This design comes from an exercise in tuning for small area, a short achievable clock period and few clock cycles per item on the open sky130 flow, not from production work.

==> v10: inputs <==
==> flow/design.v (excerpt) <==
module pipelined_alu (
  input  logic        clk,
  input  logic        rst,
  input  logic        in_valid,
  output logic        in_ready,
  input  logic [3:0]  op,
  input  logic [31:0] a,
  input  logic [31:0] b,
  output logic        out_valid,
  input  logic        out_ready,
  output logic [31:0] res,
  output logic [3:0]  flags,
  output logic [15:0] illegal_cnt
);
==> flow/config.mk <==
export PLATFORM = sky130hd
export DESIGN_NAME = pipelined_alu
export DESIGN_NICKNAME = pipelined_alu
export VERILOG_FILES = /design/flow/design.v
export SDC_FILE = /design/flow/constraint.sdc
export NUM_CORES = 4
export LEC_CHECK = 0
export CAP_MARGIN = 20
export CORE_MARGIN = 2
export CORE_UTILIZATION = 40
export SETUP_SLACK_MARGIN = 5
export SLEW_MARGIN = 20
==> flow/constraint.sdc <==
create_clock -name core_clock -period 9.0 [get_ports {clk}]
set_input_delay 1.8000 -clock core_clock [delete_from_list [all_inputs] [get_ports {clk}]]
set_output_delay 1.8000 -clock core_clock [all_outputs]
set_load 0.01 [all_outputs]
run.sh (not shown) runs the stock make flow with config.mk's settings and CLKGATE_MAP_FILE= SYNTH_SCRIPT=/design/flow/synth_recipe.tcl, a recipe that flattens the netlist after the stock synthesis.
==> v38: changes against v10 <==
--- a/flow/design.v
+++ b/flow/design.v
@@ -1,64 +1,53 @@
 package alu_pkg;
   localparam int NC = 94;
 endpackage
 module alu_pre (
   input  logic [3:0]  op,
-  input  logic [31:0] a,
   input  logic [31:0] b,
-  output logic [31:0] ax,
-  output logic        rev,
   output logic        sub,
   output logic [31:0] bx,
   output logic [15:0] bone,
   output logic [15:0] btwo,
-  output logic        is_mul
+  output logic [15:0] bneg
 );
-  logic is_sll, is_sh;
+  logic is_mul, is_sll;
   logic [32:0] bext;
   logic [31:0] shd;
   assign is_mul = (op == 4'h9);
   assign is_sll = (op == 4'h6);
-  assign rev    = (op == 4'h7) | (op == 4'h8);
-  assign is_sh  = is_sll | rev;
-  for (genvar i = 0; i < 32; i++) begin : g_rev
-    assign ax[i] = rev ? a[31-i] : a[i];
-  end
   assign sub    = (op == 4'h1) | (op == 4'hA) | (op == 4'hB);
   assign bx     = b ^ {32{sub}};
   assign bext = {b, 1'b0};
   always_comb begin
     for (int i = 0; i < 32; i++) shd[i] = (b[4:0] == i[4:0]);
   end
   for (genvar j = 0; j < 16; j++) begin : g_benc
-    assign bone[j] = (is_mul & (bext[2*j+1] ^ bext[2*j])) | (is_sh & shd[2*j]);
+    assign bone[j] = (is_mul & (bext[2*j+1] ^ bext[2*j])) | (is_sll & shd[2*j]);
     assign btwo[j] = (is_mul & ((bext[2*j+2] & ~bext[2*j+1] & ~bext[2*j]) |
                                (~bext[2*j+2] & bext[2*j+1] & bext[2*j]))) |
-                     (is_sh & shd[2*j+1]);
+                     (is_sll & shd[2*j+1]);
+    assign bneg[j] = is_mul & bext[2*j+2];
   end
 endmodule
 module alu_stage1 (
   input  logic [3:0]  op,
   input  logic [31:0] a,
   input  logic        sub,
   input  logic [31:0] bx,
   input  logic [15:0] bone,
   input  logic [15:0] btwo,
-  input  logic        is_mul,
+  input  logic [15:0] bneg,
   output logic [93:0] cut,
   output logic        carry,
   output logic        ovf,
   output logic        legal
 );
-  logic [15:0] bneg;
   logic [32:0] s;
-  logic [31:0] ro, fill;
+  logic [31:0] ro, sr;
   logic        ovf_s;
   assign legal  = ~(op[3] & op[2]);
-  for (genvar j = 0; j < 16; j++) begin : g_bneg
-    assign bneg[j] = is_mul & bx[2*j+1];
-  end
   logic [31:0] pp0;
   logic [29:0] pp1;
   logic [27:0] pp2;
   logic [25:0] pp3;
   logic [23:0] pp4;
@@ -89,24 +78,22 @@
   assign pp13 = (({6{bone[13]}} & a[5:0]) | ({6{btwo[13]}} & {a[4:0], 1'b0})) ^ {6{bneg[13]}};
   assign pp14 = (({4{bone[14]}} & a[3:0]) | ({4{btwo[14]}} & {a[2:0], 1'b0})) ^ {4{bneg[14]}};
   assign pp15 = (({2{bone[15]}} & a[1:0]) | ({2{btwo[15]}} & {a[0:0], 1'b0})) ^ {2{bneg[15]}};
   assign s  = {1'b0, a} + {1'b0, bx} + {32'd0, sub};
   assign ovf_s = (a[31] == bx[31]) && (s[31] != a[31]);
-  always_comb begin
-    for (int i = 0; i < 32; i++) fill[i] = op[3] & a[0] & (i[4:0] < bx[4:0]);
-  end
+  assign sr = $unsigned($signed({(op[3] & a[31]), a}) >>> bx[4:0]);
   always_comb begin
     ro    = '0;
     carry = 1'b0;
     ovf   = 1'b0;
     case (op)
       4'h0, 4'h1: begin ro = s[31:0]; carry = s[32]; ovf = ovf_s; end
       4'h2: ro = a & bx;
       4'h3: ro = a | bx;
       4'h4: ro = a ^ bx;
       4'h5: ro = ~a;
-      4'h7, 4'h8: ro = fill;
+      4'h7, 4'h8: ro = sr;
       4'hA: ro = {31'd0, s[31] ^ ovf_s};
       4'hB: ro = {31'd0, ~s[32]};
       default: ro = '0;
     endcase
   end
@@ -1101,11 +1088,12 @@
   assign cut[92] = t1_s447;
   assign cut[93] = t1_c446;
 endmodule
 module alu_stage2 (
   input  logic [93:0] cut,
-  output logic [31:0] sum
+  output logic [31:0] sum,
+  output logic        zero
 );
   logic [31:0] x, y;
   logic us1;
   logic uc2;
   logic us3;
@@ -1297,10 +1285,11 @@
   assign x[30] = us61;
   assign y[30] = uc60;
   assign x[31] = us63;
   assign y[31] = uc62;
   assign sum  = x + y;
+  assign zero = &((x ^ y) ~^ {(x[30:0] | y[30:0]), 1'b0});
 endmodule
 module pipelined_alu (
   input  logic        clk,
   input  logic        rst,
   input  logic        in_valid,
@@ -1313,109 +1302,115 @@
   output logic [31:0] res,
   output logic [3:0]  flags,
   output logic [15:0] illegal_cnt
 );
   localparam int NC = alu_pkg::NC;
-  logic        v0, v1, v2, bubble;
+  logic        v0, v1, v2, kfull;
   logic [3:0]  op0;
   logic [31:0] a0, bx0;
-  logic        rev0;
   logic        sub0;
-  logic [15:0] bone0, btwo0;
-  logic        is_mul0;
+  logic [15:0] bone0, btwo0, bneg0;
   logic        sub_p;
-  logic [31:0] bx_p, ax_p;
-  logic        rev_p, rev1, rev2;
-  logic [15:0] bone_p, btwo_p;
-  logic        is_mul_p;
+  logic [31:0] bx_p;
+  logic [15:0] bone_p, btwo_p, bneg_p;
   logic [NC-1:0] cut_s, cut1;
   logic        carry_s, ovf_s, legal_s;
   logic        carry1, ovf1, legal1;
   logic [31:0] sum_s;
-  logic [31:0] res2;
-  logic [2:0]  fl2;         
+  logic        zero_s;
+  logic [31:0] res2, resk;
+  logic [2:0]  fl2, flk;
   logic [15:0] cnt;
-  logic        s0_go, s1_go, s2_go;
-  assign s2_go    = ~v2 | out_ready;
-  assign s1_go    = ~v1 | s2_go;
-  assign s0_go    = ~v0 | s1_go;
-  assign in_ready = bubble | out_ready;
+  logic        adv, s2_free;
+  assign adv      = ~kfull;
+  assign in_ready = adv;
+  assign s2_free  = ~v2 | out_ready;
   alu_pre u_pre (
     .op   (op),
-    .a    (a),
-    .ax   (ax_p),
-    .rev  (rev_p),
     .b    (b),
     .sub  (sub_p),
     .bx   (bx_p),
     .bone (bone_p),
     .btwo (btwo_p),
-    .is_mul (is_mul_p)
+    .bneg (bneg_p)
   );
   alu_stage1 u_s1 (
     .op    (op0),
     .a     (a0),
     .sub   (sub0),
     .bx    (bx0),
     .bone  (bone0),
     .btwo  (btwo0),
-    .is_mul (is_mul0),
+    .bneg  (bneg0),
     .cut   (cut_s),
     .carry (carry_s),
     .ovf   (ovf_s),
     .legal (legal_s)
   );
   alu_stage2 u_s2 (
     .cut  (cut1),
-    .sum  (sum_s)
+    .sum  (sum_s),
+    .zero (zero_s)
   );
   always_ff @(posedge clk or posedge rst) begin
     if (rst) begin
-      v0     <= 1'b0;
-      v1     <= 1'b0;
-      v2     <= 1'b0;
-      bubble <= 1'b1;
+      v0    <= 1'b0;
+      v1    <= 1'b0;
+      v2    <= 1'b0;
+      kfull <= 1'b0;
     end else begin
-      if (s0_go) v0 <= in_valid;
-      if (s1_go) v1 <= v0;
-      if (s2_go) v2 <= v1;
-      bubble <= ~((s0_go ? in_valid : v0) & (s1_go ? v0 : v1) & (s2_go ? v1 : v2));
+      if (adv) begin
+        v0 <= in_valid;
+        v1 <= v0;
+      end
+      if (kfull) begin
+        if (s2_free) begin
+          v2    <= 1'b1;
+          kfull <= 1'b0;
+        end
+      end else if (s2_free) begin
+        v2 <= v1;
+      end else begin
+        kfull <= v1;
+      end
     end
   end
   always_ff @(posedge clk) begin
-    if (s0_go) begin
-      op0     <= op;
-      a0      <= ax_p;
-      rev0    <= rev_p;
-      sub0    <= sub_p;
-      bx0     <= bx_p;
-      bone0   <= bone_p;
-      btwo0   <= btwo_p;
-      is_mul0 <= is_mul_p;
-    end
-    if (s1_go) begin
+    if (adv) begin
+      op0    <= op;
+      a0     <= a;
+      sub0   <= sub_p;
+      bx0    <= bx_p;
+      bone0  <= bone_p;
+      btwo0  <= btwo_p;
+      bneg0  <= bneg_p;
       cut1   <= cut_s;
       carry1 <= carry_s;
       ovf1   <= ovf_s;
       legal1 <= legal_s;
-      rev1   <= rev0;
     end
-    if (s2_go) begin
-      res2 <= sum_s;
-      fl2  <= {legal1, carry1, ovf1};
-      rev2 <= rev1;
+    if (s2_free) begin
+      if (kfull) begin
+        res2 <= resk;
+        fl2  <= flk;
+      end else begin
+        res2 <= sum_s;
+        fl2  <= {legal1 & zero_s, carry1, ovf1};
+      end
+    end
+    if (~kfull & ~s2_free) begin
+      resk <= sum_s;
+      flk  <= {legal1 & zero_s, carry1, ovf1};
     end
   end
   always_ff @(posedge clk or posedge rst) begin
     if (rst) begin
       cnt <= 16'h0000;
-    end else if (s1_go && v0 && op0[3] && op0[2] && (cnt != 16'hFFFF)) begin
+    end else if (adv && v0 && op0[3] && op0[2] && (cnt != 16'hFFFF)) begin
       cnt <= cnt + 16'h0001;
     end
   end
   assign out_valid   = v2;
-  for (genvar i = 0; i < 32; i++) begin : g_res
-    assign res[i] = rev2 ? res2[31-i] : res2[i];
-  end
-  assign flags       = {res[31], fl2[2] & (res2 == 32'd0), fl2[1:0]};
+  assign res         = res2;
+  assign flags       = {res2[31], fl2};
   assign illegal_cnt = cnt;
 endmodule
==> v26: changes against v10 <==
--- a/flow/design.v
+++ b/flow/design.v
@@ -1,41 +1,33 @@
 package alu_pkg;
   localparam int NC = 94;
 endpackage
 module alu_pre (
   input  logic [3:0]  op,
-  input  logic [31:0] a,
   input  logic [31:0] b,
-  output logic [31:0] ax,
-  output logic        rev,
   output logic        sub,
   output logic [31:0] bx,
   output logic [15:0] bone,
   output logic [15:0] btwo,
   output logic        is_mul
 );
-  logic is_sll, is_sh;
+  logic is_sll;
   logic [32:0] bext;
   logic [31:0] shd;
   assign is_mul = (op == 4'h9);
   assign is_sll = (op == 4'h6);
-  assign rev    = (op == 4'h7) | (op == 4'h8);
-  assign is_sh  = is_sll | rev;
-  for (genvar i = 0; i < 32; i++) begin : g_rev
-    assign ax[i] = rev ? a[31-i] : a[i];
-  end
   assign sub    = (op == 4'h1) | (op == 4'hA) | (op == 4'hB);
   assign bx     = b ^ {32{sub}};
   assign bext = {b, 1'b0};
   always_comb begin
     for (int i = 0; i < 32; i++) shd[i] = (b[4:0] == i[4:0]);
   end
   for (genvar j = 0; j < 16; j++) begin : g_benc
-    assign bone[j] = (is_mul & (bext[2*j+1] ^ bext[2*j])) | (is_sh & shd[2*j]);
+    assign bone[j] = (is_mul & (bext[2*j+1] ^ bext[2*j])) | (is_sll & shd[2*j]);
     assign btwo[j] = (is_mul & ((bext[2*j+2] & ~bext[2*j+1] & ~bext[2*j]) |
                                (~bext[2*j+2] & bext[2*j+1] & bext[2*j]))) |
-                     (is_sh & shd[2*j+1]);
+                     (is_sll & shd[2*j+1]);
   end
 endmodule
 module alu_stage1 (
   input  logic [3:0]  op,
   input  logic [31:0] a,
@@ -49,11 +41,11 @@
   output logic        ovf,
   output logic        legal
 );
   logic [15:0] bneg;
   logic [32:0] s;
-  logic [31:0] ro, fill;
+  logic [31:0] ro, sr;
   logic        ovf_s;
   assign legal  = ~(op[3] & op[2]);
   for (genvar j = 0; j < 16; j++) begin : g_bneg
     assign bneg[j] = is_mul & bx[2*j+1];
   end
@@ -89,24 +81,22 @@
   assign pp13 = (({6{bone[13]}} & a[5:0]) | ({6{btwo[13]}} & {a[4:0], 1'b0})) ^ {6{bneg[13]}};
   assign pp14 = (({4{bone[14]}} & a[3:0]) | ({4{btwo[14]}} & {a[2:0], 1'b0})) ^ {4{bneg[14]}};
   assign pp15 = (({2{bone[15]}} & a[1:0]) | ({2{btwo[15]}} & {a[0:0], 1'b0})) ^ {2{bneg[15]}};
   assign s  = {1'b0, a} + {1'b0, bx} + {32'd0, sub};
   assign ovf_s = (a[31] == bx[31]) && (s[31] != a[31]);
-  always_comb begin
-    for (int i = 0; i < 32; i++) fill[i] = op[3] & a[0] & (i[4:0] < bx[4:0]);
-  end
+  assign sr = $unsigned($signed({(op[3] & a[31]), a}) >>> bx[4:0]);
   always_comb begin
     ro    = '0;
     carry = 1'b0;
     ovf   = 1'b0;
     case (op)
       4'h0, 4'h1: begin ro = s[31:0]; carry = s[32]; ovf = ovf_s; end
       4'h2: ro = a & bx;
       4'h3: ro = a | bx;
       4'h4: ro = a ^ bx;
       4'h5: ro = ~a;
-      4'h7, 4'h8: ro = fill;
+      4'h7, 4'h8: ro = sr;
       4'hA: ro = {31'd0, s[31] ^ ovf_s};
       4'hB: ro = {31'd0, ~s[32]};
       default: ro = '0;
     endcase
   end
@@ -1316,17 +1306,15 @@
 );
   localparam int NC = alu_pkg::NC;
   logic        v0, v1, v2, bubble;
   logic [3:0]  op0;
   logic [31:0] a0, bx0;
-  logic        rev0;
   logic        sub0;
   logic [15:0] bone0, btwo0;
   logic        is_mul0;
   logic        sub_p;
-  logic [31:0] bx_p, ax_p;
-  logic        rev_p, rev1, rev2;
+  logic [31:0] bx_p;
   logic [15:0] bone_p, btwo_p;
   logic        is_mul_p;
   logic [NC-1:0] cut_s, cut1;
   logic        carry_s, ovf_s, legal_s;
   logic        carry1, ovf1, legal1;
@@ -1339,13 +1327,10 @@
   assign s1_go    = ~v1 | s2_go;
   assign s0_go    = ~v0 | s1_go;
   assign in_ready = bubble | out_ready;
   alu_pre u_pre (
     .op   (op),
-    .a    (a),
-    .ax   (ax_p),
-    .rev  (rev_p),
     .b    (b),
     .sub  (sub_p),
     .bx   (bx_p),
     .bone (bone_p),
     .btwo (btwo_p),
@@ -1382,12 +1367,11 @@
     end
   end
   always_ff @(posedge clk) begin
     if (s0_go) begin
       op0     <= op;
-      a0      <= ax_p;
-      rev0    <= rev_p;
+      a0      <= a;
       sub0    <= sub_p;
       bx0     <= bx_p;
       bone0   <= bone_p;
       btwo0   <= btwo_p;
       is_mul0 <= is_mul_p;
@@ -1395,27 +1379,23 @@
     if (s1_go) begin
       cut1   <= cut_s;
       carry1 <= carry_s;
       ovf1   <= ovf_s;
       legal1 <= legal_s;
-      rev1   <= rev0;
     end
     if (s2_go) begin
       res2 <= sum_s;
       fl2  <= {legal1, carry1, ovf1};
-      rev2 <= rev1;
     end
   end
   always_ff @(posedge clk or posedge rst) begin
     if (rst) begin
       cnt <= 16'h0000;
     end else if (s1_go && v0 && op0[3] && op0[2] && (cnt != 16'hFFFF)) begin
       cnt <= cnt + 16'h0001;
     end
   end
   assign out_valid   = v2;
-  for (genvar i = 0; i < 32; i++) begin : g_res
-    assign res[i] = rev2 ? res2[31-i] : res2[i];
-  end
-  assign flags       = {res[31], fl2[2] & (res2 == 32'd0), fl2[1:0]};
+  assign res         = res2;
+  assign flags       = {res2[31], fl2[2] & (res2 == 32'd0), fl2[1:0]};
   assign illegal_cnt = cnt;
 endmodule
==> flow_metrics.tcl <==
set metrics [dict create \
    chipWidth_um 254.9 \
    synth_fa_ha_area_frac 0.2204 \
    crit_family "simple AND/OR/NAND/NOR gates" \
    post-route-min-period_ns 4.024 \
    status "timing/DRC/antenna clean" \
    ctsResizeCount 80 \
    synth_compound_area_frac 0.1660 \
    setup_ws_ns 4.976 \
    slew_headroom 0.3121 \
    path_clk_slew_ns 0.05 \
    slowest_stage "or2_4" \
]
(the above is from v10)
==> flow_metrics.tcl <==
set metrics [dict create \
    setup_ws_ns 4.954 \
    synth_compound_area_frac 0.1647 \
    synth_fa_ha_area_frac 0.2050 \
    path_clk_slew_ns 0.07 \
    slowest_stage "fa_1" \
    stdcell_area_mm2 0.03323 \
    slew_headroom 0.3125 \
    synthFlopType "edfxtp_1" \
    syn_inst 2947 \
    post-route-min-period_ns 4.046 \
    worstSetupEndpointType "flop" \
    crit_family "adder cells" \
    status "timing/DRC/antenna clean" \
    chipWidth_um 273.1 \
    via_per_inst 5.822 \
    ctsResizeCount 38 \
]
(the above is from v38)
==> flow_metrics.tcl <==
set metrics [dict create \
    crit_family "adder cells" \
    synth_fa_ha_area_frac 0.2133 \
    path_clk_slew_ns 0.07 \
    slew_headroom 0.3307 \
    chipWidth_um 259.0 \
    status "timing/DRC/antenna clean" \
    slowest_stage "fa_1" \
]
(the above is from v26)
Function was not checked in any run of this note: the RTL went through the layout flow alone.

-- afterwards: timing with drivers on the ports --
In the flow no input, the clock included, has a driving cell. The finished layouts below were timed again as built, in two steps. Step 1: set_driving_cell puts a clkbuf_16 on clk and a buf_2 on each other input, an assumption about the parent block. Step 2 adds t to the input delays and takes it off the output delays; t is the mean of the earliest and latest rising clock arrival at the registers after step 1. Input paths then give back, and output paths get back, about the clock's delay inside the block. Slacks: no drivers / after step 1 / after step 2; pairs: no drivers / after step 1.
| run | t, ns | setup WS [ns] | hold WS [ns] | worst setup path at the end |
|---|---|---|---|---|
| v10 | 0.635 | 4.976 / 4.944 / 4.846 | 0.416 / 0.416 / 0.416 | input to register |
| v38 | 0.639 | 4.954 / 4.954 / 4.765 | 0.470 / 0.470 / 0.470 | input to register |
| v26 | 0.652 | 4.957 / 4.930 / 4.822 | 0.428 / 0.428 / 0.428 | input to register |
After both steps setup and hold are still met in every run listed. For v38, which loses most, drivers alone change the setup slack by 0.000 ns; drivers and shift together by -0.189 ns.
